Background: an optimization exercise with open tools, aiming at small area and a short achievable clock period. Do not read the settings as production practice.
In this exercise RTL edits were held to simulation tests only and were not proved equivalent to the original.
Power is estimated from default activity; no workload was simulated.

==> job 8606 <==
==> flow/design.v <==
package fft_pkg;
  localparam int BIT_WIDTH = 24;
  localparam int N_PTS = 16;
  localparam int SIZE_W = 4;
  localparam int BANKS = 2;
  typedef struct packed {
    logic signed [BIT_WIDTH-1:0] re;
    logic signed [BIT_WIDTH-1:0] im;
  } sample_t;
  typedef enum logic [1:0] {IDLE, FETCH, SEND} rd_state_e;
endpackage
module pingpong_ram #(
  parameter int W = 2 * fft_pkg::BIT_WIDTH,
  parameter int AW = $clog2(fft_pkg::BANKS) + fft_pkg::SIZE_W
) (
  input  logic          clk,
  input  logic          rst_n,
  input  logic          we,
  input  logic [AW-1:0] waddr,
  input  logic [W-1:0]  wdata,
  input  logic          re,
  input  logic [AW-1:0] raddr,
  output logic [W-1:0]  rdata
);
  logic [W-1:0] mem [2**AW];
  logic [W-1:0] rdata_q, rdata_d;
  always_ff @(posedge clk)
    if (we) mem[waddr] <= wdata;
  always_comb rdata_d = re ? mem[raddr] : rdata_q;
  always_ff @(posedge clk or negedge rst_n)
    if (!rst_n) rdata_q <= '0;
    else rdata_q <= rdata_d;
  assign rdata = rdata_q;
endmodule
module fft_output_reorder #(
  parameter int bit_width = fft_pkg::BIT_WIDTH,
  parameter int N = fft_pkg::N_PTS,
  parameter int SIZE = fft_pkg::SIZE_W
) (
  input  logic                        clk,
  input  logic                        rst_n,
  input  logic                        valid_i,
  input  logic signed [bit_width-1:0] Re_i,
  input  logic signed [bit_width-1:0] Im_i,
  input  logic [SIZE-1:0]             wr_ptr_i,
  output logic signed [bit_width-1:0] Re_o,
  output logic signed [bit_width-1:0] Im_o,
  output logic [SIZE-1:0]             idx_o,
  output logic                        valid_o,
  input  logic                        ready_i,
  output logic                        last_o,
  output logic                        frame_done_o,
  output logic                        overflow_o
);
  localparam int BANKS = fft_pkg::BANKS;
  logic [BANKS-1:0] full_q, full_d, rel, set;
  logic wr_bank_q, wr_bank_d, overflow_q, overflow_d;
  logic [SIZE:0] wr_cnt_q, wr_cnt_d;
  fft_pkg::rd_state_e state_q, state_d;
  logic rd_bank_q, rd_bank_d, valid_q, valid_d, done_q, done_d;
  logic [SIZE-1:0] rd_idx_q, rd_idx_d, rd_addr_idx;
  logic wr_ok, acc, last_acc, rd_en;
  logic [2*bit_width-1:0] rdata;
  always_comb begin
    acc = valid_q && ready_i;
    last_acc = acc && rd_idx_q == SIZE'(N - 1);
    rel = last_acc ? BANKS'(1) << rd_bank_q : '0;
    wr_ok = valid_i && !(full_q[wr_bank_q] && !rel[wr_bank_q]);
    set = (wr_ok && wr_cnt_q == (SIZE+1)'(N - 1)) ? BANKS'(1) << wr_bank_q : '0;
    full_d = (full_q & ~rel) | set;
    wr_cnt_d = wr_ok ? (|set ? '0 : wr_cnt_q + 1'b1) : wr_cnt_q;
    wr_bank_d = wr_bank_q ^ (|set);
    overflow_d = overflow_q | (valid_i && !wr_ok);
    done_d = last_acc;
    state_d = state_q;
    rd_bank_d = rd_bank_q;
    rd_idx_d = rd_idx_q;
    valid_d = valid_q;
    rd_en = 1'b0;
    rd_addr_idx = rd_idx_q;
    case (state_q)
      fft_pkg::IDLE: if (|full_d) begin
        state_d = fft_pkg::FETCH;
        rd_bank_d = &full_d ? wr_bank_d : !full_d[0];
        rd_idx_d = '0;
      end
      fft_pkg::FETCH: begin
        rd_en = 1'b1;
        valid_d = 1'b1;
        state_d = fft_pkg::SEND;
      end
      fft_pkg::SEND: if (last_acc) begin
        valid_d = 1'b0;
        state_d = full_d[!rd_bank_q] ? fft_pkg::FETCH : fft_pkg::IDLE;
        rd_bank_d = full_d[!rd_bank_q] ? !rd_bank_q : rd_bank_q;
        rd_idx_d = '0;
      end else if (acc) begin
        rd_idx_d = rd_idx_q + 1'b1;
        rd_en = 1'b1;
        rd_addr_idx = rd_idx_d;
      end
      default: state_d = fft_pkg::IDLE;
    endcase
  end
  always_ff @(posedge clk or negedge rst_n)
    if (!rst_n) begin
      full_q <= '0;
      wr_bank_q <= 1'b0;
      wr_cnt_q <= '0;
      overflow_q <= 1'b0;
      state_q <= fft_pkg::IDLE;
      rd_bank_q <= 1'b0;
      rd_idx_q <= '0;
      valid_q <= 1'b0;
      done_q <= 1'b0;
    end else begin
      full_q <= full_d;
      wr_bank_q <= wr_bank_d;
      wr_cnt_q <= wr_cnt_d;
      overflow_q <= overflow_d;
      state_q <= state_d;
      rd_bank_q <= rd_bank_d;
      rd_idx_q <= rd_idx_d;
      valid_q <= valid_d;
      done_q <= done_d;
    end
  pingpong_ram #(.W(2 * bit_width), .AW(SIZE + 1)) u_ram (
    .clk   (clk),
    .rst_n (rst_n),
    .we    (wr_ok),
    .waddr ({wr_bank_q, wr_ptr_i}),
    .wdata ({Re_i, Im_i}),
    .re    (rd_en),
    .raddr ({rd_bank_q, rd_addr_idx}),
    .rdata (rdata)
  );
  assign Re_o = rdata[2*bit_width-1:bit_width];
  assign Im_o = rdata[bit_width-1:0];
  assign idx_o = rd_idx_q;
  assign valid_o = valid_q;
  assign last_o = valid_q && rd_idx_q == SIZE'(N - 1);
  assign frame_done_o = done_q;
  assign overflow_o = overflow_q;
endmodule
==> flow/run.sh <==
#!/bin/bash
# synth_recipe.tcl (not shown) runs the flow's synth.tcl, then flattens the netlist and writes it again
# the make line also repeats each setting of config.mk as NAME=value (left out here)
make -C /OpenROAD-flow-scripts/flow DESIGN_CONFIG=/design/flow/config.mk WORK_HOME=/design/flow/orfs CLKGATE_MAP_FILE= SYNTH_SCRIPT=/design/flow/synth_recipe.tcl finish
==> flow/config.mk <==
export PLATFORM = sky130hd
export DESIGN_NAME = fft_output_reorder
export DESIGN_NICKNAME = fft_output_reorder
export VERILOG_FILES = /design/flow/design.v
export SDC_FILE = /design/flow/constraint.sdc
export NUM_CORES = 4
export LEC_CHECK = 0
export CAP_MARGIN = 20
export CORE_MARGIN = 2
export CORE_UTILIZATION = 40
export SLEW_MARGIN = 20
==> flow/constraint.sdc <==
create_clock -name core_clock -period 3.5 [get_ports {clk}]
set_input_delay 0.7000 -clock core_clock [delete_from_list [all_inputs] [get_ports {clk}]]
set_output_delay 0.7000 -clock core_clock [all_outputs]
set_load 0.01 [all_outputs]
==> job 816: changes against job 8606 <==
==> flow/design.v, changed modules only <==
module pingpong_ram #(
  parameter int W = 2 * fft_pkg::BIT_WIDTH,
  parameter int AW = $clog2(fft_pkg::BANKS) + fft_pkg::SIZE_W
) (
  input  logic          clk,
  input  logic          we,
  input  logic [AW-1:0] waddr,
  input  logic [W-1:0]  wdata,
  input  logic          re,
  input  logic [AW-1:0] raddr,
  output logic [W-1:0]  rdata
);
  localparam int R = 2 ** AW;
  logic [W-1:0] mem [R];
  logic [R-1:0] wsel, rsel;
  logic [W-1:0] rmux, rdata_q;
  always_comb begin
    for (int r = 0; r < R; r++) begin
      wsel[r] = we && waddr == AW'(r);
      rsel[r] = raddr == AW'(r);
    end
    rmux = '0;
    for (int r = 0; r < R; r++) rmux = rmux | (rsel[r] ? mem[r] : '0);
  end
  always_ff @(posedge clk)
    for (int r = 0; r < R; r++) if (wsel[r]) mem[r] <= wdata;
  always_ff @(posedge clk)
    if (re) rdata_q <= rmux;
  assign rdata = rdata_q;
endmodule
module fft_output_reorder #(
  parameter int bit_width = fft_pkg::BIT_WIDTH,
  parameter int N = fft_pkg::N_PTS,
  parameter int SIZE = fft_pkg::SIZE_W
) (
  input  logic                        clk,
  input  logic                        rst_n,
  input  logic                        valid_i,
  input  logic signed [bit_width-1:0] Re_i,
  input  logic signed [bit_width-1:0] Im_i,
  input  logic [SIZE-1:0]             wr_ptr_i,
  output logic signed [bit_width-1:0] Re_o,
  output logic signed [bit_width-1:0] Im_o,
  output logic [SIZE-1:0]             idx_o,
  output logic                        valid_o,
  input  logic                        ready_i,
  output logic                        last_o,
  output logic                        frame_done_o,
  output logic                        overflow_o
);
  logic [1:0] full_q, full_d, set;
  logic wr_bank_q, wr_bank_d, overflow_q, overflow_d;
  logic [SIZE-1:0] wr_cnt_q, wr_cnt_d;
  logic fetch_q, fetch_d, valid_q, valid_d, last_q, last_d, done_q, done_d;
  logic rd_bank_q, rd_bank_d;
  logic [SIZE-1:0] rd_idx_q, rd_idx_d, ra_q, ra_d;
  logic wr_ok, acc, last_acc, rel_wr, other_full;
  logic [2*bit_width-1:0] rdata;
  always_comb begin
    acc = valid_q && ready_i;
    last_acc = last_q && ready_i;
    rel_wr = last_acc && rd_bank_q == wr_bank_q;
    wr_ok = valid_i && (!full_q[wr_bank_q] || rel_wr);
    set = (wr_ok && wr_cnt_q == SIZE'(N - 1)) ? 2'(1) << wr_bank_q : '0;
    full_d = full_q | set;
    if (last_acc) full_d[rd_bank_q] = set[rd_bank_q];
    wr_cnt_d = wr_ok ? wr_cnt_q + 1'b1 : wr_cnt_q;
    wr_bank_d = wr_bank_q ^ (|set);
    overflow_d = overflow_q | (valid_i && !wr_ok);
    done_d = last_acc;
    other_full = full_d[!rd_bank_q];
    fetch_d = 1'b0;
    valid_d = valid_q;
    rd_bank_d = rd_bank_q;
    rd_idx_d = rd_idx_q;
    if (fetch_q) begin
      valid_d = 1'b1;
    end else if (valid_q) begin
      if (last_acc) begin
        valid_d = 1'b0;
        fetch_d = other_full;
        rd_bank_d = rd_bank_q ^ other_full;
        rd_idx_d = '0;
      end else if (acc) rd_idx_d = rd_idx_q + 1'b1;
    end else if (|full_d) begin
      fetch_d = 1'b1;
      rd_bank_d = &full_d ? wr_bank_d : !full_d[0];
      rd_idx_d = '0;
    end
    last_d = valid_d && rd_idx_d == SIZE'(N - 1);
    ra_d = fetch_d ? '0 : rd_idx_d + 1'b1;
  end
  always_ff @(posedge clk or negedge rst_n)
    if (!rst_n) begin
      full_q <= '0;
      wr_bank_q <= 1'b0;
      wr_cnt_q <= '0;
      overflow_q <= 1'b0;
      fetch_q <= 1'b0;
      valid_q <= 1'b0;
      last_q <= 1'b0;
      rd_bank_q <= 1'b0;
      rd_idx_q <= '0;
      ra_q <= '0;
      done_q <= 1'b0;
    end else begin
      full_q <= full_d;
      wr_bank_q <= wr_bank_d;
      wr_cnt_q <= wr_cnt_d;
      overflow_q <= overflow_d;
      fetch_q <= fetch_d;
      valid_q <= valid_d;
      last_q <= last_d;
      rd_bank_q <= rd_bank_d;
      rd_idx_q <= rd_idx_d;
      ra_q <= ra_d;
      done_q <= done_d;
    end
  pingpong_ram #(.W(2 * bit_width), .AW(SIZE + 1)) u_ram (
    .clk   (clk),
    .we    (wr_ok),
    .waddr ({wr_bank_q, wr_ptr_i}),
    .wdata ({Re_i, Im_i}),
    .re    (fetch_q || ready_i),
    .raddr ({rd_bank_q, ra_q}),
    .rdata (rdata)
  );
  assign Re_o = rdata[2*bit_width-1:bit_width];
  assign Im_o = rdata[bit_width-1:0];
  assign idx_o = rd_idx_q;
  assign valid_o = valid_q;
  assign last_o = last_q;
  assign frame_done_o = done_q;
  assign overflow_o = overflow_q;
endmodule
--- a/flow/config.mk
+++ b/flow/config.mk
@@ -7,5 +7,10 @@
 export LEC_CHECK = 0
+export ABC_CLOCK_PERIOD_IN_PS = 2000
 export CAP_MARGIN = 20
 export CORE_MARGIN = 2
-export CORE_UTILIZATION = 40
+export CORE_UTILIZATION = 65
+export CTS_CLUSTER_DIAMETER = 80
+export CTS_CLUSTER_SIZE = 30
+export PLACE_DENSITY = 0.75
+export SETUP_SLACK_MARGIN = 1.5
 export SLEW_MARGIN = 20
==> job 2588: changes against job 8606 <==
==> flow/design.v, changed modules only <==
module pingpong_ram #(
  parameter int W = 2 * fft_pkg::BIT_WIDTH,
  parameter int AW = $clog2(fft_pkg::BANKS) + fft_pkg::SIZE_W
) (
  input  logic            clk,
  input  logic            we,
  input  logic [AW-1:0]   waddr,
  input  logic [W-1:0]    wdata,
  input  logic            re,
  input  logic [2**AW-1:0] rsel,
  output logic [W-1:0]    rdata
);
  localparam int R = 2 ** AW;
  logic [W-1:0] mem [R];
  logic [R-1:0] wsel;
  logic [W-1:0] rmux, rdata_q;
  always_comb begin
    for (int r = 0; r < R; r++) wsel[r] = we && waddr == AW'(r);
    rmux = '0;
    for (int r = 0; r < R; r++) rmux = rmux | (rsel[r] ? mem[r] : '0);
  end
  always_ff @(posedge clk)
    for (int r = 0; r < R; r++) if (wsel[r]) mem[r] <= wdata;
  always_ff @(posedge clk)
    if (re) rdata_q <= rmux;
  assign rdata = rdata_q;
endmodule
module fft_output_reorder #(
  parameter int bit_width = fft_pkg::BIT_WIDTH,
  parameter int N = fft_pkg::N_PTS,
  parameter int SIZE = fft_pkg::SIZE_W
) (
  input  logic                        clk,
  input  logic                        rst_n,
  input  logic                        valid_i,
  input  logic signed [bit_width-1:0] Re_i,
  input  logic signed [bit_width-1:0] Im_i,
  input  logic [SIZE-1:0]             wr_ptr_i,
  output logic signed [bit_width-1:0] Re_o,
  output logic signed [bit_width-1:0] Im_o,
  output logic [SIZE-1:0]             idx_o,
  output logic                        valid_o,
  input  logic                        ready_i,
  output logic                        last_o,
  output logic                        frame_done_o,
  output logic                        overflow_o
);
  logic [1:0] full_q, full_d;
  logic wr_bank_q, wr_bank_d, overflow_q, overflow_d;
  logic [SIZE-1:0] wr_cnt_q, wr_cnt_d;
  logic fetch_q, fetch_d, valid_q, valid_d, last_q, last_d, done_q, done_d;
  logic rd_bank_q, rd_bank_d;
  logic [SIZE-1:0] rd_idx_q, rd_idx_d;
  logic cnt15_q, wfull_q, same_q, ofull_q, anyfull_q;
  logic [2*N-1:0] rsel_q;
  logic valid_oq, last_oq;
  logic [SIZE-1:0] idx_oq;
  logic wr_ok, acc, last_acc, fill, idle, rd_en, rd_adv;
  logic [2*bit_width-1:0] rdata;
  always_comb begin
    acc = valid_q && ready_i;
    last_acc = last_q && ready_i;
    idle = !fetch_q && !valid_q;
    wr_ok = valid_i && (!wfull_q || (last_acc && same_q));
    fill = wr_ok && cnt15_q;
    full_d = full_q;
    if (last_acc) full_d[rd_bank_q] = 1'b0;
    if (fill) full_d[wr_bank_q] = 1'b1;
    wr_cnt_d = wr_ok ? wr_cnt_q + 1'b1 : wr_cnt_q;
    wr_bank_d = wr_bank_q ^ fill;
    overflow_d = overflow_q | (valid_i && !wr_ok);
    done_d = last_acc;
    fetch_d = (idle && (anyfull_q || fill)) ||
              (last_acc && (ofull_q || (fill && !same_q)));
    valid_d = fetch_q || (valid_q && !last_acc);
    rd_bank_d = rd_bank_q ^ last_acc;
    rd_idx_d = acc ? rd_idx_q + 1'b1 : rd_idx_q;
    last_d = acc ? rd_idx_q == SIZE'(N - 2) : last_q;
    rd_en = fetch_q || ready_i;
    rd_adv = fetch_q || (acc && !last_q);
  end
  always_ff @(posedge clk or negedge rst_n)
    if (!rst_n) begin
      full_q <= '0;
      wr_bank_q <= 1'b0;
      wr_cnt_q <= '0;
      overflow_q <= 1'b0;
      fetch_q <= 1'b0;
      valid_q <= 1'b0;
      last_q <= 1'b0;
      rd_bank_q <= 1'b0;
      rd_idx_q <= '0;
      done_q <= 1'b0;
      cnt15_q <= 1'b0;
      wfull_q <= 1'b0;
      same_q <= 1'b1;
      ofull_q <= 1'b0;
      anyfull_q <= 1'b0;
      valid_oq <= 1'b0;
      last_oq <= 1'b0;
      idx_oq <= '0;
    end else begin
      full_q <= full_d;
      wr_bank_q <= wr_bank_d;
      wr_cnt_q <= wr_cnt_d;
      overflow_q <= overflow_d;
      fetch_q <= fetch_d;
      valid_q <= valid_d;
      last_q <= last_d;
      rd_bank_q <= rd_bank_d;
      rd_idx_q <= rd_idx_d;
      done_q <= done_d;
      cnt15_q <= wr_cnt_d == SIZE'(N - 1);
      wfull_q <= full_d[wr_bank_d];
      same_q <= rd_bank_d == wr_bank_d;
      ofull_q <= full_d[!rd_bank_d];
      anyfull_q <= |full_d;
      if (fetch_q) valid_oq <= 1'b1;
      else if (last_acc) valid_oq <= 1'b0;
      if (acc && rd_idx_q == SIZE'(N - 2)) last_oq <= 1'b1;
      else if (last_acc) last_oq <= 1'b0;
      if (acc) idx_oq <= idx_oq + 1'b1;
    end
  always_ff @(posedge clk or negedge rst_n)
    if (!rst_n) rsel_q <= (2*N)'(1);
    else if (rd_adv) rsel_q <= {rsel_q[2*N-2:0], rsel_q[2*N-1]};
  pingpong_ram #(.W(2 * bit_width), .AW(SIZE + 1)) u_ram (
    .clk     (clk),
    .we      (wr_ok),
    .waddr   ({wr_bank_q, wr_ptr_i}),
    .wdata   ({Re_i, Im_i}),
    .re      (rd_en),
    .rsel    (rsel_q),
    .rdata   (rdata)
  );
  assign Re_o = rdata[2*bit_width-1:bit_width];
  assign Im_o = rdata[bit_width-1:0];
  assign idx_o = idx_oq;
  assign valid_o = valid_oq;
  assign last_o = last_oq;
  assign frame_done_o = done_q;
  assign overflow_o = overflow_q;
endmodule
--- a/flow/config.mk
+++ b/flow/config.mk
@@ -9,3 +9,6 @@
 export CORE_MARGIN = 2
-export CORE_UTILIZATION = 40
+export CORE_UTILIZATION = 45
+export CTS_CLUSTER_DIAMETER = 60
+export CTS_CLUSTER_SIZE = 20
+export SETUP_SLACK_MARGIN = 1.2
 export SLEW_MARGIN = 20
==> comparison table <==
metric	job 2588	job 8606	job 816
RePlAce Congestion	0.837	0.817	0.880
Final sequential cell count	1644	1602	-
CTS HTree Levels	3	4	2
Final Cell Area	0.0700 mm^2	0.0764 mm^2	-
Routed length per instance	42.6 um	25.2 um	-
Crit path buffers/inverters	1	3	-
Pre-CTS setup slack	0.107 ns	-0.256 ns	-0.0494 ns
First-pass iteration count of the detailed router	7	6	-
CP endpoint kind	flop	flop	-
Number of synthesized flops with an enable pin	1584	1536	1584
Result of the run	complete, but fails checks	complete, no violations	aborted with a tool error
Failing step	-	-	global routing (5_1_grt)
Layout check failures	hold timing	-	-
Data arrival time at the worst-slack endpoint	2.82 ns	3.92 ns	-
Clock input transition at the sequential cells of the worst setup and hold paths	0.08 ns	0.06 ns	-
Logic power comb	1.70 mW	9.41 mW	-
Sequential logic power	22.3 mW	22.2 mW	-
Sequential fraction of total cell area	70.2%	62.5%	-
Initial Util	45.1%	40.4%	65.8%
Biggest Area Class	flip-flops and latches	flip-flops and latches	-
Gate count of the mapped netlist	3003	4716	3184
Maximum clock skew at final layout	0.0345 ns	0.0286 ns	-
Num rows	133	145	109
Fraction of power spent switching nets	22.1%	28.0%	-
Total CTS buffers	111	166	61

[re-timing with driven ports]
The flow's constraints put no driver on any port. The routed layouts listed below were extracted and timed again, unchanged, in two steps.
Step 1 sets driving cells, clkbuf_16 on the clock port and buf_2 on the other inputs (assumed; they add their load-dependent delay and slew).
Step 2 moves the port delays by t, midway between the first and last clock arrival at a register: inputs arrive t later, outputs are due t later. That takes back most of the time a late clock gives input paths.
Slacks: no drivers / after step 1 / after step 2; pairs: no drivers / after step 1.
run	shift t [ns]	setup slack, ns	worst hold slack (ns)	worst setup path after step 2
job 8606	0.875	0.239 / 0.159 / -0.286	0.407 / 0.351 / 0.480	input to register
job 2588	0.817	1.142 / 1.142 / 0.445	-0.043 / -0.099 / 0.477	input to register
Met with ideal ports but missed after step 2: setup timing in job 8606. The setup slack of job 2588, which loses most, moves by 0.000 ns with the drivers and by -0.697 ns with both steps.
